Background: an optimization exercise with open tools, aiming at small area and a short achievable clock period. Do not read the settings as production practice. Function was checked by simulation only, so behaviour that the tests miss may differ from the original.

**design/flow/design.v**
```verilog
`timescale 1ns / 1ps
module rhsl_div #(
  parameter int QW = 13,
  parameter int DW = 12
) (
  input  logic               clk,
  input  logic [DW+QW-1:0]   dividend,
  input  logic [DW-1:0]      divisor,
  output logic [QW-1:0]      quotient
);
  logic [DW-1:0] rem_q [QW];
  logic [QW-1:0] low_q [QW];
  logic [QW-1:0] quo_q [QW];
  logic [DW-1:0] dv_q  [QW];
  for (genvar i = 0; i < QW; i++) begin : g_stage
    logic [DW-1:0] rem_in;
    logic [QW-1:0] low_in;
    logic [QW-1:0] quo_in;
    logic [DW-1:0] dv_in;
    logic [DW+1:0] diff;
    logic          borrow;
    if (i == 0) begin : g_first
      assign rem_in = dividend[DW+QW-1:QW];
      assign low_in = dividend[QW-1:0];
      assign quo_in = '0;
      assign dv_in  = divisor;
    end else begin : g_rest
      assign rem_in = rem_q[i-1];
      assign low_in = low_q[i-1];
      assign quo_in = quo_q[i-1];
      assign dv_in  = dv_q[i-1];
    end
    assign diff   = {1'b0, rem_in, low_in[QW-1]} - {2'b00, dv_in};
    assign borrow = diff[DW+1];
    always_ff @(posedge clk) begin
      rem_q[i] <= borrow ? {rem_in[DW-2:0], low_in[QW-1]} : diff[DW-1:0];
      low_q[i] <= {low_in[QW-2:0], 1'b0};
      quo_q[i] <= {quo_in[QW-2:0], ~borrow};
      dv_q[i]  <= dv_in;
    end
  end
  assign quotient = quo_q[QW-1];
endmodule
`timescale 1ns / 1ps
module rgb_to_hsl_converter_core #(
  parameter int HUE_BITS = 12
) (
  input  logic                clk,
  input  logic                rst,
  input  logic                start,
  output logic                busy,
  input  logic [23:0]         pixel,
  output logic                done,
  output logic [HUE_BITS-1:0] hue,
  output logic [7:0]          saturation,
  output logic [7:0]          lightness,
  output logic                achromatic
);
  localparam int CH_W      = 8;
  localparam int SUM_W     = 9;
  localparam int SAT_DIV_W = 9;    
  localparam int HUE_DIV_W = 12;   
  localparam int NUM_W     = 11;   
  localparam logic [1:0] SEC_RED   = 2'd0;
  localparam logic [1:0] SEC_GREEN = 2'd1;
  localparam logic [1:0] SEC_BLUE  = 2'd2;
  localparam int QW = HUE_BITS + 1;
  assign busy = rst;
  logic            s1_valid;
  logic [CH_W-1:0] s1_r, s1_g, s1_b;
  always_ff @(posedge clk) begin
    if (rst) begin
      s1_valid <= 1'b0;
    end else begin
      s1_valid <= start && !busy;
    end
  end
  always_ff @(posedge clk) begin
    s1_r <= pixel[23:16];
    s1_g <= pixel[15:8];
    s1_b <= pixel[7:0];
  end
  logic             s2_valid;
  logic [CH_W-1:0]  s2_r, s2_g, s2_b, s2_delta;
  logic [SUM_W-1:0] s2_sum;
  logic [1:0]       s2_sec;
  logic [CH_W-1:0]  hi, lo;
  logic [1:0]       sec_next;
  always_comb begin
    if (s1_r >= s1_g && s1_r >= s1_b) begin
      sec_next = SEC_RED;
      hi       = s1_r;
    end else if (s1_g >= s1_b) begin
      sec_next = SEC_GREEN;
      hi       = s1_g;
    end else begin
      sec_next = SEC_BLUE;
      hi       = s1_b;
    end
    lo = (s1_r <= s1_g) ? s1_r : s1_g;
    lo = (lo <= s1_b) ? lo : s1_b;
  end
  always_ff @(posedge clk) begin
    if (rst) begin
      s2_valid <= 1'b0;
    end else begin
      s2_valid <= s1_valid;
    end
  end
  always_ff @(posedge clk) begin
    s2_r     <= s1_r;
    s2_g     <= s1_g;
    s2_b     <= s1_b;
    s2_delta <= hi - lo;
    s2_sum   <= {1'b0, hi} + {1'b0, lo};
    s2_sec   <= sec_next;
  end
  logic                  s3_valid;
  logic                  s3_gray;
  logic [7:0]            s3_light;
  logic [SAT_DIV_W+QW-1:0] s3_sat_n;
  logic [SAT_DIV_W-1:0]  s3_sat_d;
  logic [HUE_DIV_W+QW-1:0] s3_hue_n;
  logic [HUE_DIV_W-1:0]  s3_hue_d;
  logic [CH_W-1:0]  den;
  logic [16:0]      sat_num;
  logic [NUM_W-1:0] full;
  logic [11:0]      num12;
  logic [SUM_W:0]   sum_rnd;
  always_comb begin
    den = (s2_sum <= SUM_W'(255)) ? s2_sum[CH_W-1:0] : CH_W'(SUM_W'(510) - s2_sum);
    sat_num = {s2_delta, 9'b0} - {8'b0, s2_delta, 1'b0} + {9'b0, den};
    full    = {1'b0, s2_delta, 2'b00} + {2'b00, s2_delta, 1'b0};
    case (s2_sec)
      SEC_RED: begin
        if (s2_g >= s2_b) begin
          num12 = {4'b0, s2_g} - {4'b0, s2_b};
        end else begin
          num12 = {1'b0, full} + {4'b0, s2_g} - {4'b0, s2_b};
        end
      end
      SEC_GREEN: num12 = {3'b0, s2_delta, 1'b0} + {4'b0, s2_b} - {4'b0, s2_r};
      SEC_BLUE:  num12 = {2'b0, s2_delta, 2'b0} + {4'b0, s2_r} - {4'b0, s2_g};
      default:   num12 = '0;
    endcase
    sum_rnd = {1'b0, s2_sum} + (SUM_W+1)'(1);
  end
  always_ff @(posedge clk) begin
    if (rst) begin
      s3_valid <= 1'b0;
    end else begin
      s3_valid <= s2_valid;
    end
  end
  always_ff @(posedge clk) begin
    s3_gray  <= (s2_delta == '0);
    s3_light <= sum_rnd[8:1];
    s3_sat_n <= {{(SAT_DIV_W+QW-17){1'b0}}, sat_num};
    s3_sat_d <= {den, 1'b0};
    s3_hue_n <= {1'b0, num12[NUM_W-1:0], {QW{1'b0}}} + {{(QW+1){1'b0}}, full};
    s3_hue_d <= {full, 1'b0};
  end
  logic [QW-1:0] hue_q, sat_q;
  rhsl_div #(.QW(QW), .DW(HUE_DIV_W)) u_hue_div (
    .clk      (clk),
    .dividend (s3_hue_n),
    .divisor  (s3_hue_d),
    .quotient (hue_q)
  );
  rhsl_div #(.QW(QW), .DW(SAT_DIV_W)) u_sat_div (
    .clk      (clk),
    .dividend (s3_sat_n),
    .divisor  (s3_sat_d),
    .quotient (sat_q)
  );
  logic       dl_valid [QW];
  logic       dl_gray  [QW];
  logic [7:0] dl_light [QW];
  always_ff @(posedge clk) begin
    if (rst) begin
      for (int i = 0; i < QW; i++) begin
        dl_valid[i] <= 1'b0;
      end
    end else begin
      dl_valid[0] <= s3_valid;
      for (int i = 1; i < QW; i++) begin
        dl_valid[i] <= dl_valid[i-1];
      end
    end
  end
  always_ff @(posedge clk) begin
    dl_gray[0]  <= s3_gray;
    dl_light[0] <= s3_light;
    for (int i = 1; i < QW; i++) begin
      dl_gray[i]  <= dl_gray[i-1];
      dl_light[i] <= dl_light[i-1];
    end
  end
  always_ff @(posedge clk) begin
    if (rst) begin
      done <= 1'b0;
    end else begin
      done <= dl_valid[QW-1];
    end
  end
  always_ff @(posedge clk) begin
    hue        <= dl_gray[QW-1] ? '0 : hue_q[HUE_BITS-1:0];
    saturation <= dl_gray[QW-1] ? '0 : sat_q[7:0];
    lightness  <= dl_light[QW-1];
    achromatic <= dl_gray[QW-1];
  end
endmodule
```
**design/flow/run.sh**
```bash
#!/bin/bash
# synth_recipe.tcl (not shown) runs the flow's synth.tcl, then flattens the netlist and writes it again
# the make line also repeats each setting of config.mk as NAME=value (left out here)
make -C /OpenROAD-flow-scripts/flow DESIGN_CONFIG=/design/flow/config.mk WORK_HOME=/design/flow/orfs CLKGATE_MAP_FILE= SYNTH_SCRIPT=/design/flow/synth_recipe.tcl finish
```
**design/flow/config.mk**
```make
export PLATFORM = sky130hd
export DESIGN_NAME = rgb_to_hsl_converter_core
export DESIGN_NICKNAME = rgb_to_hsl_converter_core
export VERILOG_FILES = /design/flow/design.v
export SDC_FILE = /design/flow/constraint.sdc
export NUM_CORES = 4
export LEC_CHECK = 0
export CAP_MARGIN = 20
export CORE_MARGIN = 2
export CORE_UTILIZATION = 40
export SLEW_MARGIN = 20
```
**design/flow/constraint.sdc**
```tcl
create_clock -name core_clock -period 5.2 [get_ports {clk}]
set_input_delay 1.0400 -clock core_clock [delete_from_list [all_inputs] [get_ports {clk}]]
set_output_delay 1.0400 -clock core_clock [all_outputs]
set_load 0.01 [all_outputs]
```
==> flow_summary_export.csv <==
group,metric,value,unit
final_layout,seq_area,17900,µm²
die,initial_core_util,40.5,%
worst_hold_path,min_from,"u_hue_div.quo_q[8][3]",
placement,place_ws,-34.0,ps
clocking,clkLatencyLatePin,670,ps
setup_path,cp_slowest_stage_delay,360,ps
detailed_routing,wl_per_cell,12.3,µm
detailed_routing,vias,20200,
placement,hpwl,41900,µm
synth,synthFlopType,"dfxtp_1",
detailed_routing,dr.first_iter.drc_count,556,
setup_path,critPathLaunch,"s1_g[1]",
detailed_routing,drtAntennaViolNets,0,
clocking,hold_buffers,0,
synth,synth_edf_count,0,
placement,port_buffers,57,
job,cap_violations,0,
global_routing,grt_first_pass_wirelength,94300,µm
die,core-area,85500,µm²
timing,skew,36.4,ps
die,rows,107,
timing,min_period_over_period,94.7,%
synth,synth_area_per_cell,11.1,µm²
synth,seq_area_frac_synth,51.7,%
setup_path,crit_path_end_kind,"flip-flop",
die,pin_count,58,
setup_path,cp_data_arrival_time,5500,ps
timing,hold_viol_final,0,
detailed_routing,vias_per_cell,4.50,
worst_hold_path,hold_class,"flip-flop to flip-flop",
detailed_routing,routed_wl,55300,µm
timing,final.setup.tns,0,ps
final_layout,nNetsFinal,3697,
timing,setup_viol,0,
clocking,cts_buffer_depth,3,
synth,syn-instance-count,3120,
setup_path,worstSetupStartpointType,"flip-flop",
clocking,cts-root-buf,"clkbuf_16",
timing,drv_slew,0,
setup_path,crit_top_cell,"o21a_1",
detailed_routing,drc,0,
setup_path,path_max_fanout,3,
global_routing,grt_start_max_net_pins,22,
clocking,htree_levels,3,
detailed_routing,firstDrtPassIters,4,
setup_path,setup.worst_path.class,"flip-flop to flip-flop",
run_status,status,"timing/DRC/antenna clean",
clocking,clock_sinks,895,
setup_path,cp.required,5780,ps
setup_path,critPathTopFamily,"compound AO/OA/AOI/OAI gates",
final_layout,fill_cells,7816,
global_routing,antenna_found_initial,0,
global_routing,grt_usage,12.7,%
clocking,cts_buffers,93,
timing,setup_ws,278,ps
die,fp.dieH,298,µm
die,floorplan.die_area,89100,µm²
synth,yosys_warnings,14,
setup_path,cp_slowest_cell,"fa_2",
timing,fmax,203,MHz
timing,relSlewSlack,35.6,%
synth,ys_ff_latch,895,
setup_path,crit_buf_inv,2,
synth,async_flop_share,0,%
die,die_x,298,µm
synth,syn_area,34700,µm²
global_routing,overflow,0,
setup_path,timing.rr.start,"s1_g[1]",
synth,netlist-cell-type-count,67,
final_layout,final_common_cell,"dfxtp_1",
placement,place_congestion,0.839,
final_layout,area_growth,15.9,%
final_layout,drive_above_1_share,11.7,%
clocking,clkTransAtPathRegs,60,ps
timing,period_needed,4920,ps
final_layout,multi_input_area,15300,µm²
global_routing,first_global_vias,20700,
final_layout,final_cell_mix,"894 x dfxtp_1, 393 x inv_1, 338 x ha_1",
clocking,cts_tree,"built",
timing,tightest_slew,965,ps
[stage by stage]
stage | hold WS (ps) | instance area (µm²) | instances | util (%)
2_1_floorplan | 310 | 34700 | 3121 | -
6_report | 293 | 40200 | 4497 | 47.0
3_3_place_gp | 310 | 36700 | 4321 | 42.9
3_5_place_dp | 312 | 36700 | 4321 | 42.9
5_1_grt | 305 | 40200 | 4496 | 47.0
4_1_cts | 287 | 40000 | 4490 | 46.8
[cells by family after synthesis]
family,share of synthesized area [%]
DFF,51.7
and+or+nand+nor,7.73
xor gates and xnor gates,4.61
muxes,7.38
adders and majority gates,15.2
buffers and inverters,4.42
other,0.0108
AOI/OAI and AO/OA,8.94
[cell usage after synthesis (all sizes together) (36+ instances only)]
cell type | count | area share (%)
nor2 | 212 | 2.3
xnor2 | 110 | 2.8
o21ai | 148 | 2.3
nand2 | 51 | 0.55
mux2i | 69 | 2.0
xor2 | 70 | 1.8
nand2b | 36 | 0.65
dfxtp | 895 | 52
a211oi | 39 | 0.84
o21a | 42 | 0.91
inv | 394 | 4.3
a21oi | 82 | 1.2
a21o | 66 | 1.4
nor3 | 56 | 0.81
mux2 | 164 | 5.4
fa | 51 | 2.9
ha | 341 | 12
nor2b | 120 | 2.2
[layout make-up]
class                      instances  area share (%)
sequential                       895            44.6
multi-input combinational       1821            38.1
clock buffer                     111            6.16
inverter                         395            3.69
tap                             1144            3.56
clock inverter                    58            2.15
timing repair buffer              72            1.72
antenna                            1         0.00623
[flip-flops by register name (all words and copies together) (netlist names), 9 cells and up]
register	cells
dl_light	104
u_sat_div.low_q	70
u_hue_div.dv_q	45
s3_hue_d	9
u_hue_div.quo_q	78
u_sat_div.quo_q	36
hue	12
u_sat_div.rem_q	108
s3_sat_n	16
dl_valid	13
dl_gray	13
u_hue_div.low_q	53
s3_hue_n	12
u_sat_div.dv_q	85
u_hue_div.rem_q	138
s2_sum	9
[worst reg2reg max path: stages, from the launching register on]
cell and delay, ps:
dfxtp_2 330, inv_2 50, ha_4 250, nor2b_2 120, o21a_1 120, o21ai_1 60
a211o_1 340, o31ai_4 310, mux2_4 340, ha_1 280, nor2b_1 130, o21a_1 160
o21a_1 160, o21a_1 160, o21bai_1 130, a22o_2 210, mux2i_2 260, ha_2 220
inv_1 60, fa_2 360, nand2b_4 160, a21oi_4 120, o21ai_1 80, a21oi_2 150
o21a_1 160, o21ai_1 60, nand2b_1 60
[metal layers]
layer  part of all wire (%)  GRT usage [%]  vias up
met5                      0              0        -
met4                    4.2           5.78        0
met3                    3.2           2.51      141
met2                     51           23.8      224
met1                     42           13.6     9173
li1                       -              -    10700
[final timing paths]
path | slack, ps | end | cells past startpoint
setup reg to reg | 280 | s2_sum[8] | 26
hold reg to reg | 290 | u_hue_div.quo_q[9][4] | 0
setup / recovery | 280 | s2_sum[8] | 26
hold / removal | 290 | u_hue_div.quo_q[9][4] | 0
[repair_timing]
action,in CTS,in global routing
hold endpoints to repair,0,0
gates resized for setup,2,25
endpoints found under the setup margin,2,6
pin swaps,0,10
buffers inserted,0,6

-- static timing again, ports no longer ideal --
Ports are ideal in the flow. The routed layout listed here was re-timed in OpenROAD.
Step 1 sets driving cells, clkbuf_16 on the clock port and buf_2 on the other inputs (assumed; they add their load-dependent delay and slew).
Step 2 also shifts input and output timing later by t, the mid clock arrival at the registers, as if the neighbouring blocks saw the same clock.
a / b / c = ideal ports / drivers / drivers and shift; a / b = the first two.
t (ns): 0.712
setup WS [ns]: 0.278 / 0.278 / 0.278
hold slack, ns: 0.293 / 0.293 / 0.293
clock arrival spread, ns: 0.047 / 0.047
cell pins on the clock port's net: 1
After both steps this run still meets setup and hold. For this run, drivers alone change the setup slack by 0.000 ns; drivers and shift together by 0.000 ns.
